This is an optimization exercise on Yosys and OpenROAD, whose aim is small area, a short achievable clock period and few clock cycles per item, not a production implementation. In this exercise RTL edits were held to simulation tests only and were not proved equivalent to the original. Power figures rest on the tool's default switching activity, not on a simulated workload.

## mem_island_top
module mem_island_top (
   input  wire logic         clk_i,
   input  wire logic         rst_ni,
   input  wire logic         narrow_req_i,
   output      logic         narrow_gnt_o,
   input  wire logic [15:0]  narrow_addr_i,
   input  wire logic         narrow_we_i,
   input  wire logic [31:0]  narrow_wdata_i,
   input  wire logic [3:0]   narrow_strb_i,
   output      logic         narrow_rvalid_o,
   output      logic [31:0]  narrow_rdata_o,
   input  wire logic         wide_req_i,
   output      logic         wide_gnt_o,
   input  wire logic [15:0]  wide_addr_i,
   input  wire logic         wide_we_i,
   input  wire logic [63:0]  wide_wdata_i,
   input  wire logic [7:0]   wide_strb_i,
   output      logic         wide_rvalid_o,
   output      logic [63:0]  wide_rdata_o
);
Settings: LEC_CHECK=0, CAP_MARGIN=20, CELL_PAD_IN_SITES_DETAIL_PLACEMENT=1, CELL_PAD_IN_SITES_GLOBAL_PLACEMENT=2, CORE_MARGIN=2, CORE_UTILIZATION=45, PLACE_DENSITY=0.55, SETUP_SLACK_MARGIN=5.0, SLEW_MARGIN=20; clock period 8.0 ns.
run.sh (not shown) runs the stock make flow with config.mk's settings and CLKGATE_MAP_FILE= SYNTH_SCRIPT=/design/flow/synth_recipe.tcl, a recipe that flattens the netlist after the stock synthesis.
Testbench counts at the start, summed over its fixed seeds: cycles 12,431, items 20,000.
Change:
Settings changed: CTS_CLUSTER_DIAMETER set to 100, CTS_CLUSTER_SIZE set to 20.
The changed run produced a clean layout.
Clock skew hardly moves.
Combinational power barely changes.
Register-to-register slack degrades by 0.06 ns.
Routed wire length shrinks slightly.
Global-route usage falls by 0.21 points.
Final area falls by a few percent.
Sequential cell count stays the same.
Core utilization drops by 2.1 points.
Via count came out lower slightly.
Cell count came out lower by a few percent.

## xenon
mem_island_top, a different RTL version from the one above (not shown whole).
For scale: ~8900 cells after synthesis, about 4400 flip-flops, ~0.16 sq mm of cells after synthesis.
==> flow/config.mk <==
export PLATFORM = sky130hd
export DESIGN_NAME = mem_island_top
export DESIGN_NICKNAME = mem_island_top
export VERILOG_FILES = /design/flow/design.v
export SDC_FILE = /design/flow/constraint.sdc
export NUM_CORES = 4
export LEC_CHECK = 0
export CAP_MARGIN = 20
export CELL_PAD_IN_SITES_DETAIL_PLACEMENT = 1
export CELL_PAD_IN_SITES_GLOBAL_PLACEMENT = 2
export CORE_MARGIN = 2
export CORE_UTILIZATION = 50
export CTS_CLUSTER_DIAMETER = 100
export CTS_CLUSTER_SIZE = 20
export PLACE_DENSITY = 0.6
export SETUP_SLACK_MARGIN = 5.0
export SLEW_MARGIN = 20
==> flow/constraint.sdc <==
create_clock -name core_clock -period 8.0 [get_ports {clk_i}]
set_input_delay 1.6000 -clock core_clock [delete_from_list [all_inputs] [get_ports {clk_i}]]
set_output_delay 1.6000 -clock core_clock [all_outputs]
set_load 0.01 [all_outputs]
Testbench counts of xenon, summed over its fixed seeds: cycles 12,281, items 20,000.
Input changes introduced in juniper (baseline for comparison: xenon):
# xenon
export LEC_CHECK = 0
export CAP_MARGIN = 20
export CELL_PAD_IN_SITES_DETAIL_PLACEMENT = 1
export CELL_PAD_IN_SITES_GLOBAL_PLACEMENT = 2
export CORE_MARGIN = 2
export CORE_UTILIZATION = 50
export CTS_CLUSTER_DIAMETER = 100
export CTS_CLUSTER_SIZE = 20
export PLACE_DENSITY = 0.6
export SETUP_SLACK_MARGIN = 5.0
export SLEW_MARGIN = 20
create_clock -name core_clock -period 8.0 [get_ports {clk_i}]
# juniper
export LEC_CHECK = 0
export CAP_MARGIN = 20
export CELL_PAD_IN_SITES_DETAIL_PLACEMENT = 1
export CELL_PAD_IN_SITES_GLOBAL_PLACEMENT = 2
export CORE_MARGIN = 2
export CORE_UTILIZATION = 55
export CTS_CLUSTER_DIAMETER = 100
export CTS_CLUSTER_SIZE = 24
export PLACE_DENSITY = 0.65
export SETUP_SLACK_MARGIN = 5.0
export SLEW_MARGIN = 20
create_clock -name core_clock -period 8.0 [get_ports {clk_i}]
==> run summary <==
Global-route usage for juniper is higher than for xenon.
juniper ended up with a higher maximum frequency than xenon did.
Count of vias placed by the detailed router of juniper exceeds that of xenon slightly.
Sequential share of cell area on juniper is up relative to xenon.
xenon → juniper: worst reg-to-reg path cell count +1, critical path depth +1, multi-input logic area -660 sq um.
Share of the clock period used by the worst path down 0.21 points in juniper wrt xenon
Changes observed in juniper relative to xenon: total power now smaller; largest net degree at the start of global routing has decreased; post-CTS setup-driven buffer insertion count higher.
[inputs] garnet vs juniper
# juniper
export LEC_CHECK = 0
export CAP_MARGIN = 20
export CELL_PAD_IN_SITES_DETAIL_PLACEMENT = 1
export CELL_PAD_IN_SITES_GLOBAL_PLACEMENT = 2
export CORE_MARGIN = 2
export CORE_UTILIZATION = 55
export CTS_CLUSTER_DIAMETER = 100
export CTS_CLUSTER_SIZE = 24
export PLACE_DENSITY = 0.65
export SETUP_SLACK_MARGIN = 5.0
export SLEW_MARGIN = 20
create_clock -name core_clock -period 8.0 [get_ports {clk_i}]
# garnet
export LEC_CHECK = 0
export CAP_MARGIN = 20
export CELL_PAD_IN_SITES_DETAIL_PLACEMENT = 1
export CELL_PAD_IN_SITES_GLOBAL_PLACEMENT = 2
export CORE_MARGIN = 2
export CORE_UTILIZATION = 55
export CTS_CLUSTER_DIAMETER = 100
export CTS_CLUSTER_SIZE = 20
export PLACE_DENSITY = 0.65
export SETUP_SLACK_MARGIN = 5.0
export SLEW_MARGIN = 20
create_clock -name core_clock -period 8.0 [get_ports {clk_i}]
Notes after the runs:
- Between garnet and juniper, the power in combinational cells does not differ in any meaningful way.
- ~same total routed wire length on the met1 layer in juniper and garnet
- [compare] base=juniper new=garnet: final setup slack of the worst path saw an increase; number of distinct library cells after synthesis saw little to no change; clock-pin slew on the worst setup and hold paths saw a decrease.
- Launching instance or port of the critical path = n_hi_q[3]: juniper; launching instance or port of the critical path = n_bank_q[7]: garnet
- Power after layout in garnet is 2.4% above juniper.
- Against juniper as the reference, garnet delivers a higher share of total power in the clock network.
- Diff garnet..juniper | final count of hold timing violations | unchanged
- Side by side, area fraction of clock buffers and clock inverters turned out higher in garnet than in juniper.

== red ==
Another version of the RTL of mem_island_top (not shown whole).
Size in the first run: about 8800 cells after synthesis, ~4400 flip-flops, ~250 I/O pins, ~160000 um^2 of cells after synthesis.
==> flow/config.mk <==
export PLATFORM = sky130hd
export DESIGN_NAME = mem_island_top
export DESIGN_NICKNAME = mem_island_top
export VERILOG_FILES = /design/flow/design.v
export SDC_FILE = /design/flow/constraint.sdc
export NUM_CORES = 4
export LEC_CHECK = 0
export CAP_MARGIN = 20
export CELL_PAD_IN_SITES_DETAIL_PLACEMENT = 1
export CELL_PAD_IN_SITES_GLOBAL_PLACEMENT = 2
export CORE_MARGIN = 2
export CORE_UTILIZATION = 60
export CTS_CLUSTER_DIAMETER = 100
export CTS_CLUSTER_SIZE = 20
export PLACE_DENSITY = 0.7
export SETUP_SLACK_MARGIN = 5.0
export SLEW_MARGIN = 20
==> flow/constraint.sdc <==
create_clock -name core_clock -period 8.0 [get_ports {clk_i}]
set_input_delay 1.6000 -clock core_clock [delete_from_list [all_inputs] [get_ports {clk_i}]]
set_output_delay 1.6000 -clock core_clock [all_outputs]
set_load 0.01 [all_outputs]
red went all the way through synthesis, placement and routing and the layout is clean on timing, DRC and antenna.
Testbench counts of red, summed over its fixed seeds: cycles 12,431, items 20,000.
Input changes introduced in purple (baseline for comparison: red):
--- a/flow/config.mk
+++ b/flow/config.mk
@@ -12 +12 @@
-export CORE_UTILIZATION = 60
+export CORE_UTILIZATION = 55
@@ -15 +15 @@
-export PLACE_DENSITY = 0.7
+export PLACE_DENSITY = 0.65
Notes after the runs:
Per the final summary, purple finished and its layout is clean on timing, DRC and antenna. Taking red as the reference, in purple starting utilization of the core area shrank by 5.2 points, total chip power shrank by 0.22 mW. Between purple and red, the proportion of cell area occupied by multi-input gates is lower for purple. The number of tap cells inserted of purple exceeds that of red by 369. Diff red -> purple: CTS clock-pin slew for the worst setup and hold paths saw little to no change, via count saw a decrease, clock distribution area overhead in the final layout saw little to no change. Summary: setup slack, purple better than red. Cell area: purple < red. Comparing number of ordinary and repair buffers in the finished layout for purple and red, the bigger number came from red. Ratio of final minimum period to clock period, purple and red: larger value in red. For red, the critical path endpoint was n_rdata_q[10], unlike purple, where it was n_rdata_q[28].

The RTL this note starts from:
==> flow/design.v <==
`timescale 1ns/1ps
`default_nettype none
module mem_island_top (
   input  wire logic         clk_i,
   input  wire logic         rst_ni,
   input  wire logic         narrow_req_i,
   output      logic         narrow_gnt_o,
   input  wire logic [15:0]  narrow_addr_i,
   input  wire logic         narrow_we_i,
   input  wire logic [31:0]  narrow_wdata_i,
   input  wire logic [3:0]   narrow_strb_i,
   output      logic         narrow_rvalid_o,
   output      logic [31:0]  narrow_rdata_o,
   input  wire logic         wide_req_i,
   output      logic         wide_gnt_o,
   input  wire logic [15:0]  wide_addr_i,
   input  wire logic         wide_we_i,
   input  wire logic [63:0]  wide_wdata_i,
   input  wire logic [7:0]   wide_strb_i,
   output      logic         wide_rvalid_o,
   output      logic [63:0]  wide_rdata_o
);
   logic [127:0][31:0] mem_q;
   logic        n_nogo_q, n_gnt_q, n_acc;
   logic        n_v_q;
   logic [31:0] n_wd_q;
   logic [7:0][3:0] n_lo_st_q;    
   logic [15:0]     n_hi_q;       
   logic [1:0][3:0] n_bsel_q;     
   logic [7:0]      n_bank_q;     
   logic [7:0]  n_lo_oh;
   logic [15:0] n_hi_oh;
   logic        n_wr_nxt, n_rd_nxt;
   assign narrow_gnt_o = n_gnt_q;
   assign n_acc        = narrow_req_i & ~n_nogo_q;
   assign n_wr_nxt     = n_acc &  narrow_we_i;
   assign n_rd_nxt     = n_acc & ~narrow_we_i;
   always_comb begin
      n_lo_oh = '0;
      n_hi_oh = '0;
      n_lo_oh[narrow_addr_i[4:2]] = 1'b1;
      n_hi_oh[narrow_addr_i[8:5]] = 1'b1;
   end
   always_ff @(posedge clk_i or negedge rst_ni) begin
      if (!rst_ni) n_v_q <= 1'b0;
      else         n_v_q <= n_acc;
   end
   always_ff @(posedge clk_i) begin
      n_wd_q <= narrow_wdata_i;
      n_hi_q <= n_hi_oh;
      for (int l = 0; l < 8; l++) begin
         n_lo_st_q[l] <= {4{n_wr_nxt & n_lo_oh[l]}} & narrow_strb_i;
         n_bank_q[l]  <= n_rd_nxt & n_lo_oh[l];
      end
      for (int p = 0; p < 2; p++) begin
         n_bsel_q[p] <= {4{n_wr_nxt & (narrow_addr_i[2] == p[0])}} & narrow_strb_i;
      end
   end
   logic        w_v_q, w_we_q;
   logic [5:0]  w_a_q;
   logic [63:0] w_wd_q;
   logic [7:0]  w_st_q;
   logic        w_acc, w_adv, w_blk_q, w_blk_nxt, w_gnt_q;
   logic [1:0]  w_lost_q;
   logic        wv_nxt, wwe_nxt;
   logic [5:0]  wa_nxt;
   logic [63:0] wwd_nxt;
   logic [7:0]  wst_nxt;
   assign wide_gnt_o = w_gnt_q;
   assign w_acc      = wide_req_i & ~w_blk_q;
   assign w_adv      = ~w_blk_q;
   always_comb begin
      if (!w_adv) begin
         wv_nxt  = w_v_q;
         wwe_nxt = w_we_q;
         wa_nxt  = w_a_q;
         wwd_nxt = w_wd_q;
         wst_nxt = w_st_q;
      end else begin
         wv_nxt  = w_acc;
         wwe_nxt = wide_we_i;
         wa_nxt  = wide_addr_i[8:3];
         wwd_nxt = wide_wdata_i;
         wst_nxt = wide_strb_i;
      end
   end
   logic [3:0] wst_half_nxt;
   assign wst_half_nxt = narrow_addr_i[2] ? wst_nxt[7:4] : wst_nxt[3:0];
   assign w_blk_nxt = n_acc & wv_nxt &
                      ((~narrow_we_i & ~wwe_nxt & (narrow_addr_i[4:3] == wa_nxt[1:0])) |
                       ( narrow_we_i &  wwe_nxt & |(narrow_strb_i & wst_half_nxt)));
   always_ff @(posedge clk_i or negedge rst_ni) begin
      if (!rst_ni) begin
         w_v_q    <= 1'b0;
         w_blk_q  <= 1'b0;
         w_lost_q <= '0;
         n_nogo_q <= 1'b0;
         n_gnt_q  <= 1'b1;
         w_gnt_q  <= 1'b1;
      end else begin
         w_v_q   <= wv_nxt;
         w_blk_q <= w_blk_nxt;
         if (w_blk_q) begin
            if (w_lost_q != 2'd3) w_lost_q <= w_lost_q + 2'd1;
         end else begin
            w_lost_q <= '0;
         end
         n_nogo_q <= w_blk_q & (w_lost_q >= 2'd2);
         n_gnt_q  <= ~(w_blk_q & (w_lost_q >= 2'd2));
         w_gnt_q  <= ~w_blk_nxt;
      end
   end
   always_ff @(posedge clk_i) begin
      w_we_q <= wwe_nxt;
      w_a_q  <= wa_nxt;
      w_wd_q <= wwd_nxt;
      w_st_q <= wst_nxt;
   end
   logic [3:0][1:0][3:0] w_lo_st_q;    
   logic [15:0]          w_hi_q;       
   logic [3:0]           w_pair_q;     
   logic [3:0]           w_m_oh;
   logic [15:0]          w_hi_oh;
   always_comb begin
      w_m_oh  = '0;
      w_hi_oh = '0;
      w_m_oh[wa_nxt[1:0]]  = 1'b1;
      w_hi_oh[wa_nxt[5:2]] = 1'b1;
   end
   always_ff @(posedge clk_i) begin
      w_hi_q   <= w_hi_oh & {16{~w_blk_nxt}};
      w_pair_q <= w_m_oh;
      for (int m = 0; m < 4; m++) begin
         for (int h = 0; h < 2; h++) begin
            w_lo_st_q[m][h] <= {4{wv_nxt & wwe_nxt & w_m_oh[m]}} & wst_nxt[4*h +: 4];
         end
      end
   end
   logic [1:0][31:0] bus_d;
   logic [15:0]      w_hi_ok;
   assign w_hi_ok = w_hi_q;
   always_comb begin
      for (int p = 0; p < 2; p++) begin
         for (int j = 0; j < 4; j++) begin
            bus_d[p][8*j +: 8] = n_bsel_q[p][j] ? n_wd_q[8*j +: 8] : w_wd_q[32*p + 8*j +: 8];
         end
      end
   end
   for (genvar w = 0; w < 128; w++) begin : gen_word
      for (genvar j = 0; j < 4; j++) begin : gen_byte
         logic en;
         assign en = (n_lo_st_q[w % 8][j] & n_hi_q[w / 8]) |
                     (w_lo_st_q[(w % 8) / 2][w % 2][j] & w_hi_ok[w / 8]);
         always_ff @(posedge clk_i) begin
            if (en) mem_q[w][8*j +: 8] <= bus_d[w % 2][8*j +: 8];
         end
      end
   end
   logic [7:0][15:0] row_oh;
   always_comb begin
      for (int b = 0; b < 8; b++) begin
         row_oh[b] = n_bank_q[b] ? n_hi_q : w_hi_q;
      end
   end
   logic [7:0][31:0] bank_out;
   always_comb begin
      for (int b = 0; b < 8; b++) begin
         bank_out[b] = '0;
         for (int r = 0; r < 16; r++) begin
            bank_out[b] = bank_out[b] | (mem_q[r*8 + b] & {32{row_oh[b][r]}});
         end
      end
   end
   logic [31:0] n_rdata_d;
   logic [63:0] w_rdata_d;
   always_comb begin
      n_rdata_d = '0;
      w_rdata_d = '0;
      for (int b = 0; b < 8; b++) begin
         n_rdata_d = n_rdata_d | (bank_out[b] & {32{n_bank_q[b]}});
      end
      for (int m = 0; m < 4; m++) begin
         w_rdata_d = w_rdata_d | ({bank_out[2*m+1], bank_out[2*m]} & {64{w_pair_q[m]}});
      end
   end
   logic        n_rv_q, w_rv_q;
   logic [31:0] n_rdata_q;
   logic [63:0] w_rdata_q;
   always_ff @(posedge clk_i or negedge rst_ni) begin
      if (!rst_ni) begin
         n_rv_q <= 1'b0;
         w_rv_q <= 1'b0;
      end else begin
         n_rv_q <= n_v_q;
         w_rv_q <= w_v_q & ~w_blk_q;
      end
   end
   always_ff @(posedge clk_i) begin
      n_rdata_q <= n_rdata_d;
      w_rdata_q <= w_rdata_d;
   end
   assign narrow_rvalid_o = n_rv_q;
   assign narrow_rdata_o  = n_rdata_q;
   assign wide_rvalid_o   = w_rv_q;
   assign wide_rdata_o    = w_rdata_q;
endmodule
`default_nettype wire
==> flow/config.mk <==
export PLATFORM = sky130hd
export DESIGN_NAME = mem_island_top
export DESIGN_NICKNAME = mem_island_top
export VERILOG_FILES = /design/flow/design.v
export SDC_FILE = /design/flow/constraint.sdc
export NUM_CORES = 4
export LEC_CHECK = 0
export CAP_MARGIN = 20
export CELL_PAD_IN_SITES_DETAIL_PLACEMENT = 1
export CELL_PAD_IN_SITES_GLOBAL_PLACEMENT = 2
export CORE_MARGIN = 2
export CORE_UTILIZATION = 55
export CTS_CLUSTER_DIAMETER = 100
export CTS_CLUSTER_SIZE = 20
export PLACE_DENSITY = 0.65
export SETUP_SLACK_MARGIN = 5.0
export SLEW_MARGIN = 20
export TNS_END_PERCENT = 10
==> flow/constraint.sdc <==
create_clock -name core_clock -period 8.0 [get_ports {clk_i}]
set_input_delay 1.6000 -clock core_clock [delete_from_list [all_inputs] [get_ports {clk_i}]]
set_output_delay 1.6000 -clock core_clock [all_outputs]
set_load 0.01 [all_outputs]
Testbench counts at the start, summed over its fixed seeds: cycles 12,431, items 20,000.
Change:
Settings changed: TNS_END_PERCENT 10 to default.
What happened:
- synthesized area does not change
- clock skew rose by 9.7 ps
- total power rose by 1.5%
- core utilization rose by 1.3 points
- routed wire length rose by 4.0%
- final area rose by about 2%
- setup slack gets better by 100 ps

re-timing with driven ports:
The results above use ideal ports. As a check the final layouts listed here were re-extracted and re-timed, cells and wires unchanged.
Step 1 sets driving cells, clkbuf_16 on the clock port and buf_2 on the other inputs (assumed; they add their load-dependent delay and slew).
Step 2 adds t to the input delays and takes it off the output delays; t is the mean of the earliest and latest rising clock arrival at the registers after step 1. Input paths then give back, and output paths get back, about the clock's delay inside the block.
Slacks: no drivers / after step 1 / after step 2; pairs: no drivers / after step 1.
run | t, ns | slack for setup (ns) | hold slack, ns | clock arrival spread, ns | worst slew at a driven data input, ns
the first run of note 1 | 1.129 | 4.567 / 4.441 / 3.889 | 0.374 / 0.374 / 0.374 | 0.048 / 0.048 | 0.25
the second run of note 1 | 1.063 | 4.596 / 4.483 / 3.888 | 0.384 / 0.384 / 0.384 | 0.041 / 0.041 | 0.27
xenon | 1.090 | 4.606 / 4.606 / 3.931 | 0.348 / 0.348 / 0.348 | 0.050 / 0.050 | 0.36
juniper | 1.060 | 4.623 / 4.623 / 3.977 | 0.351 / 0.351 / 0.351 | 0.062 / 0.062 | 0.15
garnet | 1.083 | 4.662 / 4.662 / 3.928 | 0.350 / 0.350 / 0.350 | 0.060 / 0.060 | 0.15
red | 1.096 | 4.603 / 4.603 / 3.984 | 0.351 / 0.351 / 0.351 | 0.041 / 0.042 | 0.12
purple | 1.079 | 4.765 / 4.677 / 4.103 | 0.360 / 0.360 / 0.360 | 0.042 / 0.041 | 0.11
the first run of note 4 | 1.082 | 4.680 / 4.660 / 3.833 | 0.360 / 0.360 / 0.360 | 0.046 / 0.046 | 0.11
the second run of note 4 | 1.082 | 4.781 / 4.672 / 4.012 | 0.367 / 0.367 / 0.367 | 0.057 / 0.057 | 0.11
After both steps every run listed still meets setup and hold. For the first run of note 4, which loses most, drivers alone change the setup slack by -0.020 ns; drivers and shift together by -0.847 ns.
